What follows belongs to an exercise in optimizing a design on an open flow for small area and few clock cycles per item; a production flow would make more cautious choices.
The RTL was checked by simulation tests, not by an equivalence proof against the original design.
No activity file was given, so power comes from the tool's default toggle rates.

## packet_header_parser
module packet_header_parser #(
    parameter int unsigned MAX_FRAME = php_pkg::MAX_FRAME_DEF
) (
    input  logic                         aclk,
    input  logic                         aresetn,
    input  logic                         s_axis_tvalid,
    output logic                         s_axis_tready,
    input  logic [7:0]                   s_axis_tdata,
    input  logic                         s_axis_tlast,
    output logic                         m_axis_tvalid,
    input  logic                         m_axis_tready,
    output logic [php_pkg::RESULT_W-1:0] m_axis_tdata
);
Size: roughly 490 cells after synthesis, about 5700 um^2 of cells after synthesis.
clock: 7.0 ns
lec_check: 0
cap_margin: 20
core_margin: 2
core_utilization: 40
slew_margin: 20
standard.sh (not shown) runs the stock make flow with config.mk's settings and CLKGATE_MAP_FILE= SYNTH_SCRIPT=/design/flow/synth_recipe.tcl, a recipe that flattens the netlist after the stock synthesis.
==> flow/flow/run.sh <==
#!/bin/bash
# Standard layout, with every port buffered by the smallest buffer and a leaner clock tree.
set -euo pipefail
export BUFFER_PORTS_ARGS="-buffer_cell sky130_fd_sc_hd__buf_1"
export CTS_ARGS="-sink_clustering_enable -repair_clock_nets -buf_list sky130_fd_sc_hd__clkbuf_8 -dont_use_dummy_load"
bash standard.sh > standard.log 2>&1
Testbench counts at the start, summed over its fixed seeds: cycles 135,206, frames 2,400.
Change:
--- a/flow/design.v
+++ b/flow/design.v
@@ -65,50 +65,41 @@
     assign is_icmp = (pc_reg == 2'd1);
     logic t_ge2, t_ge14, t_lt8, t_lt20;
     assign t_ge2   = !t_neg && (d != 3'd0 || k_reg[1]);
     assign t_ge14  = !t_neg && (d > 3'd3 || (d == 3'd3 && k_reg[1]));
     assign t_lt8   = t_neg || d < 3'd2;
     assign t_lt20  = t_neg || d < 3'd5;
     logic       ip_add, t_add;
     logic [7:0] t_opnd;
     logic [8:0] a_sum, b_sum;
-    function automatic logic [8:0] add8(input logic [7:0] x, input logic [7:0] y, input logic ci);
-        logic [8:0] c;
-        c[0] = ci;
-        for (int i = 0; i < 8; i++) begin
-            add8[i] = x[i] ^ y[i] ^ c[i];
-            c[i+1]  = (x[i] & y[i]) | (x[i] & c[i]) | (y[i] & c[i]);
-        end
-        add8[8] = c[8];
-    endfunction
     assign ip_add = ip_reg && (k_reg[10:2] < {5'b0, ihl_reg} || k_reg == 12'd0);
     logic       a_add, a_zero;
     assign a_zero = ip_reg && t0;
     assign a_add  = ip_add || (ip_reg && (t0 || (t1 && !is_icmp)))
                  || (arp_reg && (k_reg == 12'd6 || k_reg == 12'd7));
-    assign a_sum  = add8(acur_reg & {8{!a_zero}}, b, ac_reg && !a_zero);
+    assign a_sum  = {1'b0, acur_reg & {8{!a_zero}}} + {1'b0, b} + {8'b0, ac_reg && !a_zero};
     always_comb begin
         t_opnd = b;
         t_add  = 1'b0;
         if (ip_reg) begin
             if (k_reg == 12'd1) begin
                 t_opnd = {2'b11, ~m, 2'b11};           
                 t_add  = 1'b1;
             end else if (k_reg == 12'd2 || k_reg == 12'd3) begin
                 t_add = 1'b1;                          
             end else if (k_reg >= 12'd12 && k_reg <= 12'd19) begin
                 t_add = 1'b1;                          
             end else if (!t_neg && seg_in) begin
                 t_add = 1'b1;                          
             end
         end
     end
-    assign b_sum = add8(bcur_reg, t_opnd, bc_reg);
+    assign b_sum = {1'b0, bcur_reg} + {1'b0, t_opnd} + {8'b0, bc_reg};
     always_ff @(posedge aclk) begin
         if (!aresetn) begin
             pend_reg  <= 1'b0;
             fresh_reg <= 1'b1;
         end else begin
             if (go && s_axis_tlast) pend_reg <= 1'b1;
             else if (m_axis_tready) pend_reg <= 1'b0;
             if (go) fresh_reg <= s_axis_tlast;
         end
Sequential share of layout area drops by 2.0 points.
First-iteration DRC count goes up by 32%.
Hold slack gains 0.0047 ns.
Design area climbs by about 4%.
Critical path depth fell by 13.
Clock power increases by about 4%.
Wire length went up by 9.7%.
Via count went up by 13%.
Worst setup slack gains 1.2 ns.
Combinational power went up by about 22%.
Sequential cell count stays the same.
Testbench counts after the change, summed over its fixed seeds: cycles 135,206, frames 2,400.


packet_header_parser, a different RTL version from the one above (not shown whole).
Size in the first run: ~680 cells after synthesis, ~100 flip-flops, ~95 I/O pins, about 0.0066 mm² of cells after synthesis.
clock: 7.0 ns
lec_check: 0
cap_margin: 20
core_margin: 2
core_utilization: 40
slew_margin: 20
Scripts as last shown in full above: flow/flow/run.sh
Testbench counts at the start, summed over its fixed seeds: cycles 135,206, frames 2,400.
Next try:
--- a/flow/design.v
+++ b/flow/design.v
@@ -43,32 +43,36 @@
     logic [3:0] m;
     logic [8:0] d;
     logic       t_neg;        
     logic       seg_in;       
     logic [7:0] b;
     assign b        = s_axis_tdata;
     assign m        = (ihl_reg < 4'd5) ? 4'd5 : ihl_reg;
     assign {t_neg, d} = {1'b0, k_reg[10:2]} - {6'b0, m};
     assign seg_in   = !(past_reg || (!big_reg && k_reg[10:0] == tot_reg));
-    logic t1, t3, t12;
+    logic t0, t1, t3, t12;
+    assign t0  = !t_neg && d == 9'd0 && k_reg[1:0] == 2'd0;
     assign t1  = !t_neg && d == 9'd0 && k_reg[1:0] == 2'd1;
     assign t3  = !t_neg && d == 9'd0 && k_reg[1:0] == 2'd3;
     assign t12 = !t_neg && d == 9'd3 && k_reg[1:0] == 2'd0;
     logic t_ge2, t_ge14, t_lt8, t_lt20;
     assign t_ge2   = !t_neg && (d != 9'd0 || k_reg[1]);
     assign t_ge14  = !t_neg && (d > 9'd3 || (d == 9'd3 && k_reg[1]));
     assign t_lt8   = t_neg || d < 9'd2;
     assign t_lt20  = t_neg || d < 9'd5;
     logic       ip_add, t_add;
     logic [7:0] t_opnd;
     logic [8:0] a_sum, b_sum;
     assign ip_add = ip_reg && (k_reg[10:2] < {5'b0, ihl_reg} || k_reg == 12'd0);
-    assign a_sum  = {1'b0, acur_reg} + {1'b0, b} + {8'b0, ac_reg};
+    logic       a_add, a_zero;
+    assign a_zero = ip_reg && t0;
+    assign a_add  = ip_add || (ip_reg && (t0 || t1)) || (arp_reg && (k_reg == 12'd6 || k_reg == 12'd7));
+    assign a_sum  = {1'b0, acur_reg & {8{!a_zero}}} + {1'b0, b} + {8'b0, ac_reg && !a_zero};
     always_comb begin
         t_opnd = b;
         t_add  = 1'b0;
         if (ip_reg) begin
             if (k_reg == 12'd2 || k_reg == 12'd3) begin
                 t_add = 1'b1;                          
             end else if (k_reg == 12'd4) begin
                 t_opnd = 8'hFF;                        
                 t_add  = 1'b1;
@@ -115,20 +119,22 @@
                 bc_reg   <= 1'b0;
                 p2_reg   <= '0;
                 off_reg  <= '0;
             end else if (k_reg != K_LAST + 12'd1) begin
                 k_reg <= k_reg + 12'd1;
                 if (k_reg == 12'hFFF) begin
                     ip_reg  <= ({flg_reg, b} == 16'h0800);
                     arp_reg <= ({flg_reg, b} == 16'h0806);
                 end
-                if (arp_reg) begin
-                    if (k_reg == 12'd7) {acur_reg, aoth_reg} <= {flg_reg, b};
+                if (a_add) begin
+                    acur_reg <= aoth_reg & {8{!a_zero}};
+                    aoth_reg <= a_sum[7:0];
+                    ac_reg   <= a_sum[8];
                 end
                 if (ip_reg) begin
                     if (k_reg == 12'd0) begin
                         ver_reg <= b[7:4];
                         ihl_reg <= b[3:0];
                     end
                     if (k_reg == 12'd2) begin
                         big_reg       <= |b[7:3];
                         tot_reg[10:8] <= b[2:0];
@@ -137,29 +143,25 @@
                     if (k_reg == 12'd9) begin
                         case (b)
                             8'd1:    pc_reg <= 2'd1;
                             8'd6:    pc_reg <= 2'd2;
                             8'd17:   pc_reg <= 2'd3;
                             default: pc_reg <= 2'd0;
                         endcase
                     end
                     if (ip_add) begin
-                        acur_reg <= aoth_reg;
-                        aoth_reg <= a_sum[7:0];
-                        ac_reg   <= a_sum[8];
                         ipok_reg <= (&a_sum[7:0]) && (&aoth_reg[7:1]) && (aoth_reg[0] ^ a_sum[8]);
                     end
                     if (t_add) begin
                         bcur_reg <= both_reg;
                         both_reg <= b_sum[7:0];
                         bc_reg   <= b_sum[8];
                     end
-                    if (t1) {acur_reg, aoth_reg} <= {flg_reg, b};
                     if (t3 && pc_reg[1]) p2_reg <= {flg_reg, b};
                     if (t12) off_reg <= b[7:4];
                     if (!t_neg && !seg_in) past_reg <= 1'b1;
                 end
             end
         end
     end
     logic is_tcp, is_udp, is_icmp, trunc;
     assign is_tcp  = (pc_reg == 2'd2);
@@ -181,14 +183,14 @@
         m_axis_tdata[8:5]   = ver_reg;
         m_axis_tdata[14:9]  = {ihl_reg, 2'b00};
         m_axis_tdata[15]    = ipok_reg && !trunc;
         m_axis_tdata[16]    = is_tcp && !trunc && (&both_reg) && (&bcur_reg[7:1])
                               && (bcur_reg[0] ^ bc_reg);
         if (pc_reg[1] && t_ge2) m_axis_tdata[32:17] = {acur_reg, aoth_reg};
         m_axis_tdata[48:33] = p2_reg;
         if (is_tcp && t_ge14) m_axis_tdata[56:49] = flg_reg;
         if (is_tcp) m_axis_tdata[62:57] = {off_reg, 2'b00};
-        if (arp_reg) m_axis_tdata[78:63] = {acur_reg, aoth_reg};
+        if (arp_reg && !k_reg[11] && k_reg >= 12'd8) m_axis_tdata[78:63] = {acur_reg, aoth_reg};
         if (is_icmp && t_ge2) m_axis_tdata[78:63] = {8'h00, acur_reg};
         m_axis_tdata[79]    = trunc;
     end
 endmodule
After rerunning:
- sequential share of layout area came out higher by 3.0 points
- core utilization goes down by 0.44 points
- wire length goes down by roughly a tenth
- global-route usage is lower by 1.4 points
- total power is lower slightly
- die area went down by a little under a tenth
- synthesized cell count decreases by about a fifth
Testbench counts after the change, summed over its fixed seeds: cycles 135,206, frames 2,400.

afterwards: timing with drivers on the ports:
The flow's constraints put no driver on any port. The routed layouts listed below were extracted and timed again, unchanged, in two steps. Step 1 assumes that a clkbuf_16 drives the clock port and a buf_2 every other input. Step 2 moves the port delays by t, midway between the first and last clock arrival at a register: inputs arrive t later, outputs are due t later. That takes back most of the time a late clock gives input paths. Three values: no drivers, after step 1, after step 2; two values: the first two.
run | t, ns | setup slack, ns | worst register clock-pin slew, ns | cell pins on the clock port's net
the first run of note 1 | 0.404 | 1.504 / 1.504 / 1.481 | 0.11 / 0.11 | 1
the second run of note 1 | 0.423 | 2.694 / 2.656 / 2.834 | 0.11 / 0.11 | 1
the first run of note 2 | 0.409 | 1.687 / 1.651 / 2.060 | 0.10 / 0.10 | 1
the second run of note 2 | 0.426 | 1.627 / 1.589 / 2.015 | 0.10 / 0.10 | 1
After both steps every run listed still meets setup and hold. For the first run of note 1, which loses most, drivers alone change the setup slack by 0.000 ns; drivers and shift together by -0.023 ns.
